Source: an optimization exercise on an open RTL-to-GDS flow (aim: small area). Production flows keep margins and buffers that such runs may drop. The RTL was checked by simulation tests, not by an equivalence proof against the original design. Power figures rest on the tool's default switching activity, not on a simulated workload.

==> flow/design.v <==
package pdvl_pkg;
   localparam int CmdW     = 16;
   localparam int VelW     = 16;
   localparam int GainW    = 24;
   localparam int ScaleW   = 32;
   localparam int CsrIdxW  = 3;
   localparam int CsrDataW = 32;
endpackage
import pdvl_pkg::*;
module dual_axis_pd_velocity_loop (
   input  logic                   clock,
   input  logic                   reset,
   input  logic                   req_valid,
   output logic                   req_ready,
   input  logic [CmdW-1:0]        req_cmd_x,
   input  logic [CmdW-1:0]        req_cmd_y,
   input  logic [VelW-1:0]        req_vel_x,
   input  logic [VelW-1:0]        req_vel_y,
   output logic                   rsp_valid,
   input  logic                   rsp_ready,
   output logic [CmdW-1:0]        rsp_out_x,
   output logic [CmdW-1:0]        rsp_out_y,
   output logic                   rsp_clipped,
   input  logic                   csr_valid,
   output logic                   csr_ready,
   input  logic [CsrIdxW-1:0]     csr_index,
   input  logic [CsrDataW-1:0]    csr_data
);
   localparam int W = 26;
   typedef enum logic [2:0] {
      S_IDLE,    
      S_AW,      
      S_A0,      
      S_AI,      
      S_A1,      
      S_BI,      
      S_B,       
      S_O        
   } state_t;
   logic signed [GainW-1:0]  kp_x, kp_y, kd_x, kd_y;
   logic [ScaleW-1:0]        sc_x, sc_y;
   logic [4:0]               ph_x, ph_y;
   logic                     den;
   state_t                   st;
   logic                     axis, lap;
   logic [4:0]               g;
   logic [31:0]              ring;
   logic                     prev_ok;
   logic signed [W-1:0]      acc;
   logic                     ovf_e, brw;
   logic [CmdW-1:0]          rsp_x_q, rsp_y_q;
   logic                     clip_q, rsp_v_q;
   logic [7:0]          wld;
   logic [3:0]          vld;    
   logic                ldx, ldy, kpx, kpy;
   assign csr_ready = 1'b1;
   assign ldx = wld[4] & !reset;
   assign ldy = wld[5] & !reset;
   assign kpx = !wld[4] & !reset;
   assign kpy = !wld[5] & !reset;
   always_comb begin
      for (int i = 0; i < 8; i++)
         wld[i] = csr_valid && csr_index == 3'(i);
   end
   always_ff @(posedge clock) begin
      if (wld[0]) kp_x <= csr_data[GainW-1:0];
      if (wld[1]) kp_y <= csr_data[GainW-1:0];
      if (wld[2]) kd_x <= csr_data[GainW-1:0];
      if (wld[3]) kd_y <= csr_data[GainW-1:0];
      sc_x <= ({ScaleW{ldx}} & csr_data) | ({ScaleW{kpx}} & {sc_x[0], sc_x[ScaleW-1:1]});
      sc_y <= ({ScaleW{ldy}} & csr_data) | ({ScaleW{kpy}} & {sc_y[0], sc_y[ScaleW-1:1]});
      if (reset) begin
         vld  <= '0;
         den  <= 1'b1;
         ph_x <= 5'd0;
         ph_y <= 5'd0;
      end else begin
         vld  <= vld | wld[3:0];
         if (wld[6]) den <= csr_data[0];
         ph_x <= wld[4] ? 5'd0 : ph_x + 5'd1;
         ph_y <= wld[5] ? 5'd0 : ph_y + 5'd1;
      end
   end
   logic [4:0]              ph;
   logic                    sbit;
   assign ph   = axis ? ph_y : ph_x;
   assign sbit = axis ? sc_y[0] : sc_x[0];
   logic [3:0] j;
   logic       op_kd, ej, pj, dj, bnext, b16;
   assign j     = g[4:1];
   assign op_kd = (g[0] == axis);
   assign ej    = (ovf_e && !lap && j != 4'd15) ? ~rsp_y_q[15] : rsp_y_q[0];
   assign pj    = ring[0] & prev_ok;
   assign dj    = lap ? brw : (ej ^ pj ^ brw);
   assign bnext = (~ej & pj) | (~(ej ^ pj) & brw);
   assign b16   = ej ^ pj ^ bnext;
   logic signed [W-1:0] madd, sum;
   logic [W:0]          cy;
   logic                s_vel, s_cmd, s_kp, s_kd, neg, shift;
   always_comb begin
      s_vel = 1'b0;
      s_cmd = 1'b0;
      s_kp  = 1'b0;
      s_kd  = 1'b0;
      neg   = 1'b0;
      shift = 1'b0;
      case (st)
         S_A0: begin
            if (!ph[4]) begin
               s_vel = sbit;
               neg   = 1'b1;
               shift = 1'b1;
            end else begin
               s_cmd = 1'b1;
            end
         end
         S_A1: begin
            s_vel = sbit;
            neg   = (ph != 5'd31);
            shift = 1'b1;
         end
         S_B: begin
            if (lap && g[1]) begin
               s_cmd = 1'b1;
            end else if (op_kd) begin
               s_kd = dj & den;
               neg  = lap;
            end else begin
               s_kp = ej;
               neg  = lap;
            end
            shift = g[0] & !lap;
         end
         default: ;
      endcase
   end
   logic sx_vel, sx_cmd, sx_kp, sx_kd, sy_vel, sy_cmd, sy_kp, sy_kd;
   logic signed [W-1:0] vx_w, vy_w, cx_w, cy_w, kpx_w, kpy_w, kdx_w, kdy_w;
   assign sx_vel = s_vel & !axis;
   assign sy_vel = s_vel &  axis;
   assign sx_cmd = s_cmd & !axis;
   assign sy_cmd = s_cmd &  axis;
   assign sx_kp  = s_kp  & !axis & vld[0];
   assign sy_kp  = s_kp  &  axis & vld[1];
   assign sx_kd  = s_kd  & !axis & vld[2];
   assign sy_kd  = s_kd  &  axis & vld[3];
   assign vx_w   = {{(W-CmdW){req_vel_x[CmdW-1]}}, req_vel_x};
   assign vy_w   = {{(W-CmdW){req_vel_y[CmdW-1]}}, req_vel_y};
   assign cx_w   = {{(W-CmdW){req_cmd_x[CmdW-1]}}, req_cmd_x};
   assign cy_w   = {{(W-CmdW){req_cmd_y[CmdW-1]}}, req_cmd_y};
   assign kpx_w  = W'(kp_x);
   assign kpy_w  = W'(kp_y);
   assign kdx_w  = W'(kd_x);
   assign kdy_w  = W'(kd_y);
   assign madd = (({W{sx_vel}} & vx_w)  | ({W{sy_vel}} & vy_w)  |
                  ({W{sx_cmd}} & cx_w)  | ({W{sy_cmd}} & cy_w)  |
                  ({W{sx_kp}}  & kpx_w) | ({W{sy_kp}}  & kpy_w) |
                  ({W{sx_kd}}  & kdx_w) | ({W{sy_kd}}  & kdy_w)) ^ {W{neg}};
   assign cy[0] = neg;
   for (genvar i = 0; i < W; i++) begin : g_add
      assign sum[i]   = acc[i] ^ madd[i] ^ cy[i];
      assign cy[i+1]  = (acc[i] & madd[i]) | (acc[i] & cy[i]) | (madd[i] & cy[i]);
   end
   logic        hi_same, ovf_a, ovf_o;
   logic [CmdW-1:0] osat;
   assign hi_same = (acc[W-1:15] == '0) || (acc[W-1:15] == '1);
   assign ovf_a   = (acc[CmdW-1:0] != {CmdW{rsp_y_q[CmdW-1]}});
   assign ovf_o   = !hi_same;
   assign osat    = ovf_o ? {acc[W-1], {(CmdW-1){~acc[W-1]}}} : acc[CmdW-1:0];
   logic accept;
   assign accept    = (st == S_O) && axis;
   assign req_ready = accept;
   always_ff @(posedge clock) begin
      if (reset) begin
         st      <= S_IDLE;
         g       <= '0;
         rsp_v_q <= 1'b0;
         prev_ok <= 1'b0;
      end else begin
         g <= g + 5'd1;
         if (accept) rsp_v_q <= 1'b1;
         else if (rsp_ready) rsp_v_q <= 1'b0;
         if (accept && den) prev_ok <= 1'b1;
         case (st)
            S_IDLE: if (req_valid && !rsp_v_q) st <= S_AW;
            S_AW:   if (ph == 5'd31) st <= S_A0;
            S_A0:   if (ph == 5'd16) st <= S_AI;
            S_AI:   if (ph == 5'd15) st <= S_A1;
            S_A1:   if (ph == 5'd31) st <= S_BI;
            S_BI:   if (g == 5'd31) st <= S_B;
            S_B:    if (lap && g[1]) st <= S_O;
            default: st <= axis ? S_IDLE : S_AW;
         endcase
      end
   end
   always_ff @(posedge clock) begin
      if (st == S_IDLE) axis <= 1'b0;
      else if (st == S_O) axis <= 1'b1;
      if (st == S_BI) lap <= 1'b0;
      else if (st == S_A1 || (st == S_B && g == 5'd31)) lap <= 1'b1;
      if (st == S_AW) acc <= W'(16'h7fff);
      else if (st == S_BI) acc <= W'(32'h8000);
      else if (shift) acc <= sum >>> 1;
      else acc <= sum;
      if (st == S_BI && lap) ovf_e <= ovf_a;
      if (st == S_BI) brw <= 1'b0;
      else if (st == S_B && op_kd && !lap) brw <= (j == 4'd15) ? b16 : bnext;
      ring <= {(st == S_B && op_kd && !lap && den) ? ej : ring[0], ring[31:1]};
      if (st == S_O && !axis) rsp_x_q <= osat;
      if (st == S_A1 || (st == S_B && g[0] && !lap))
         rsp_y_q <= {(st == S_A1) ? sum[0] : rsp_y_q[CmdW-1], rsp_y_q[CmdW-1:1]};
      else if (st == S_BI && lap) rsp_y_q[CmdW-1] <= acc[W-1];
      else if (accept) rsp_y_q <= osat;
      if (st == S_IDLE && !rsp_v_q) clip_q <= 1'b0;
      else if (st == S_BI && lap) clip_q <= clip_q | ovf_a;
      else if (st == S_O) clip_q <= clip_q | ovf_o;
   end
   assign rsp_valid   = rsp_v_q;
   assign rsp_out_x   = rsp_x_q;
   assign rsp_out_y   = rsp_y_q;
   assign rsp_clipped = clip_q;
endmodule
==> flow/config.mk <==
export PLATFORM = sky130hd
export DESIGN_NAME = dual_axis_pd_velocity_loop
export DESIGN_NICKNAME = dual_axis_pd_velocity_loop
export VERILOG_FILES = /design/flow/design.v
export SDC_FILE = /design/flow/constraint.sdc
export NUM_CORES = 4
export LEC_CHECK = 0
export CAP_MARGIN = 20
export CORE_MARGIN = 2
export CORE_UTILIZATION = 70
export PLACE_DENSITY = 0.85
export SLEW_MARGIN = 20
==> flow/constraint.sdc <==
create_clock -name core_clock -period 11.0 [get_ports {clock}]
set_input_delay 2.2000 -clock core_clock [delete_from_list [all_inputs] [get_ports {clock}]]
set_output_delay 2.2000 -clock core_clock [all_outputs]
set_load 0.01 [all_outputs]
standard.sh (not shown) runs the stock make flow with config.mk's settings and CLKGATE_MAP_FILE= SYNTH_SCRIPT=/design/flow/synth_recipe.tcl, a recipe that flattens the netlist after the stock synthesis.
==> flow/flow/run.sh <==
#!/bin/bash
# Layout flow: the standard ORFS flow (standard.sh), with three changes:
#  - synthesis is synth_recipe.tcl with ABC's script swapped for an
#    area-oriented one (flow/synth_area.tcl, flow/area.abc);
#  - port buffers use sky130_fd_sc_hd__buf_1 (every port still gets a buffer);
#  - the clock tree uses sky130_fd_sc_hd__clkbuf_8, clusters up to 16 sinks
#    within 80 um per buffer and adds no dummy loads, so it needs fewer and
#    smaller buffers.
# make's full output goes to flow_make.log; ORFS keeps each step's log under
# orfs/logs/.
set -euo pipefail
export FLOW_WORK="$PWD"
bash standard.sh \
   "SYNTH_SCRIPT=$PWD/flow/synth_area.tcl" \
   "BUFFER_PORTS_ARGS=-buffer_cell sky130_fd_sc_hd__buf_1" \
   "CTS_ARGS=-sink_clustering_enable -repair_clock_nets -dont_use_dummy_load -sink_clustering_size 16 -sink_clustering_max_diameter 80 -buf_list sky130_fd_sc_hd__clkbuf_8" \
   finish > flow_make.log 2>&1
==> flow/flow/area.abc <==
strash
&get -n
&fraig -x
&put
dc2
strash
&get -n
&dch -f
&nf -R 1000
&put
==> flow/flow/synth_area.tcl <==
# The standard synthesis (synth_recipe.tcl, sourced unchanged), with one
# change: ABC maps the combinational logic with an area-oriented script
# (area.abc) instead of ORFS's speed script. Flip-flops are mapped before ABC
# runs, so the registers are the standard synthesis's.
proc abc {args} {
  set i [lsearch $args -script]
  if {$i >= 0} {
    lset args [expr {$i + 1}] [file join $::env(FLOW_WORK) flow area.abc]
  }
  yosys abc {*}$args
}
source [file join $::env(FLOW_WORK) synth_recipe.tcl]
==> next run, changes <==
--- a/flow/design.v
+++ b/flow/design.v
@@ -49,38 +49,26 @@
    logic signed [W-1:0]      acc;
    logic                     ovf_e, brw;
    logic [CmdW-1:0]          rsp_x_q, rsp_y_q;
    logic                     clip_q, rsp_v_q;
+   logic [CsrDataW-1:0] wdat;
    logic [7:0]          wld;
-   logic [3:0]          vld;    
-   logic                ldx, ldy, kpx, kpy;
    assign csr_ready = 1'b1;
-   assign ldx = wld[4] & !reset;
-   assign ldy = wld[5] & !reset;
-   assign kpx = !wld[4] & !reset;
-   assign kpy = !wld[5] & !reset;
+   assign wdat      = reset ? '0 : csr_data;
    always_comb begin
       for (int i = 0; i < 8; i++)
-         wld[i] = csr_valid && csr_index == 3'(i);
+         wld[i] = reset | (csr_valid && csr_index == 3'(i));
    end
    always_ff @(posedge clock) begin
-      if (wld[0]) kp_x <= csr_data[GainW-1:0];
-      if (wld[1]) kp_y <= csr_data[GainW-1:0];
-      if (wld[2]) kd_x <= csr_data[GainW-1:0];
-      if (wld[3]) kd_y <= csr_data[GainW-1:0];
-      sc_x <= ({ScaleW{ldx}} & csr_data) | ({ScaleW{kpx}} & {sc_x[0], sc_x[ScaleW-1:1]});
-      sc_y <= ({ScaleW{ldy}} & csr_data) | ({ScaleW{kpy}} & {sc_y[0], sc_y[ScaleW-1:1]});
-      if (reset) begin
-         vld  <= '0;
-         den  <= 1'b1;
-         ph_x <= 5'd0;
-         ph_y <= 5'd0;
-      end else begin
-         vld  <= vld | wld[3:0];
-         if (wld[6]) den <= csr_data[0];
-         ph_x <= wld[4] ? 5'd0 : ph_x + 5'd1;
-         ph_y <= wld[5] ? 5'd0 : ph_y + 5'd1;
-      end
+      if (wld[0]) kp_x <= wdat[GainW-1:0];
+      if (wld[1]) kp_y <= wdat[GainW-1:0];
+      if (wld[2]) kd_x <= wdat[GainW-1:0];
+      if (wld[3]) kd_y <= wdat[GainW-1:0];
+      if (wld[6]) den  <= reset | csr_data[0];
+      sc_x <= wld[4] ? wdat : {sc_x[0], sc_x[ScaleW-1:1]};
+      sc_y <= wld[5] ? wdat : {sc_y[0], sc_y[ScaleW-1:1]};
+      ph_x <= wld[4] ? 5'd0 : ph_x + 5'd1;
+      ph_y <= wld[5] ? 5'd0 : ph_y + 5'd1;
    end
    logic [4:0]              ph;
    logic                    sbit;
    assign ph   = axis ? ph_y : ph_x;
@@ -139,12 +127,12 @@
    assign sx_vel = s_vel & !axis;
    assign sy_vel = s_vel &  axis;
    assign sx_cmd = s_cmd & !axis;
    assign sy_cmd = s_cmd &  axis;
-   assign sx_kp  = s_kp  & !axis & vld[0];
-   assign sy_kp  = s_kp  &  axis & vld[1];
-   assign sx_kd  = s_kd  & !axis & vld[2];
-   assign sy_kd  = s_kd  &  axis & vld[3];
+   assign sx_kp  = s_kp  & !axis;
+   assign sy_kp  = s_kp  &  axis;
+   assign sx_kd  = s_kd  & !axis;
+   assign sy_kd  = s_kd  &  axis;
    assign vx_w   = {{(W-CmdW){req_vel_x[CmdW-1]}}, req_vel_x};
    assign vy_w   = {{(W-CmdW){req_vel_y[CmdW-1]}}, req_vel_y};
    assign cx_w   = {{(W-CmdW){req_cmd_x[CmdW-1]}}, req_cmd_x};
    assign cy_w   = {{(W-CmdW){req_cmd_y[CmdW-1]}}, req_cmd_y};
Effect: Utilization rises by 0.21 points; combinational power falls by 2.9%; hold slack barely changes; setup slack improved by 0.054 ns; sequential share of layout area falls by 0.74 points; power falls by 0.86%; global-route usage falls by 0.76 points; flip-flop and latch count falls by 4; cell area hardly moves; clock skew rises by 0.014 ns; via count falls by 1.1%; non-clock buffer count falls by 2; first-iteration DRC count rises by 14%; sequential power barely changes.

## afterwards: timing with drivers on the ports
The results above use ideal ports. As a check the final layouts listed here were re-extracted and re-timed, cells and wires unchanged.
Step 1, drivers: a clkbuf_16 drives clock and a buf_2 each remaining input, both assumed.
Step 2 moves the port delays by t, midway between the first and last clock arrival at a register: inputs arrive t later, outputs are due t later. That takes back most of the time a late clock gives input paths.
Slacks: ideal / step 1 / step 2; pairs: ideal / step 1.
| run | t (ns) | setup slack, ns | hold WS [ns] | worst register clock-pin slew, ns | cell pins on the clock port's net |
|---|---|---|---|---|---|
| the first run | 0.575 | 0.412 / 0.412 / 0.015 | 0.333 / 0.333 / 0.333 | 0.10 / 0.10 | 1 |
| the second run | 0.549 | 0.467 / 0.484 / -0.065 | 0.334 / 0.334 / 0.334 | 0.10 / 0.10 | 1 |
Met with ideal ports but missed after step 2: setup timing in the second run. For the second run, which loses most, drivers alone change the setup slack by +0.017 ns; drivers and shift together by -0.532 ns.
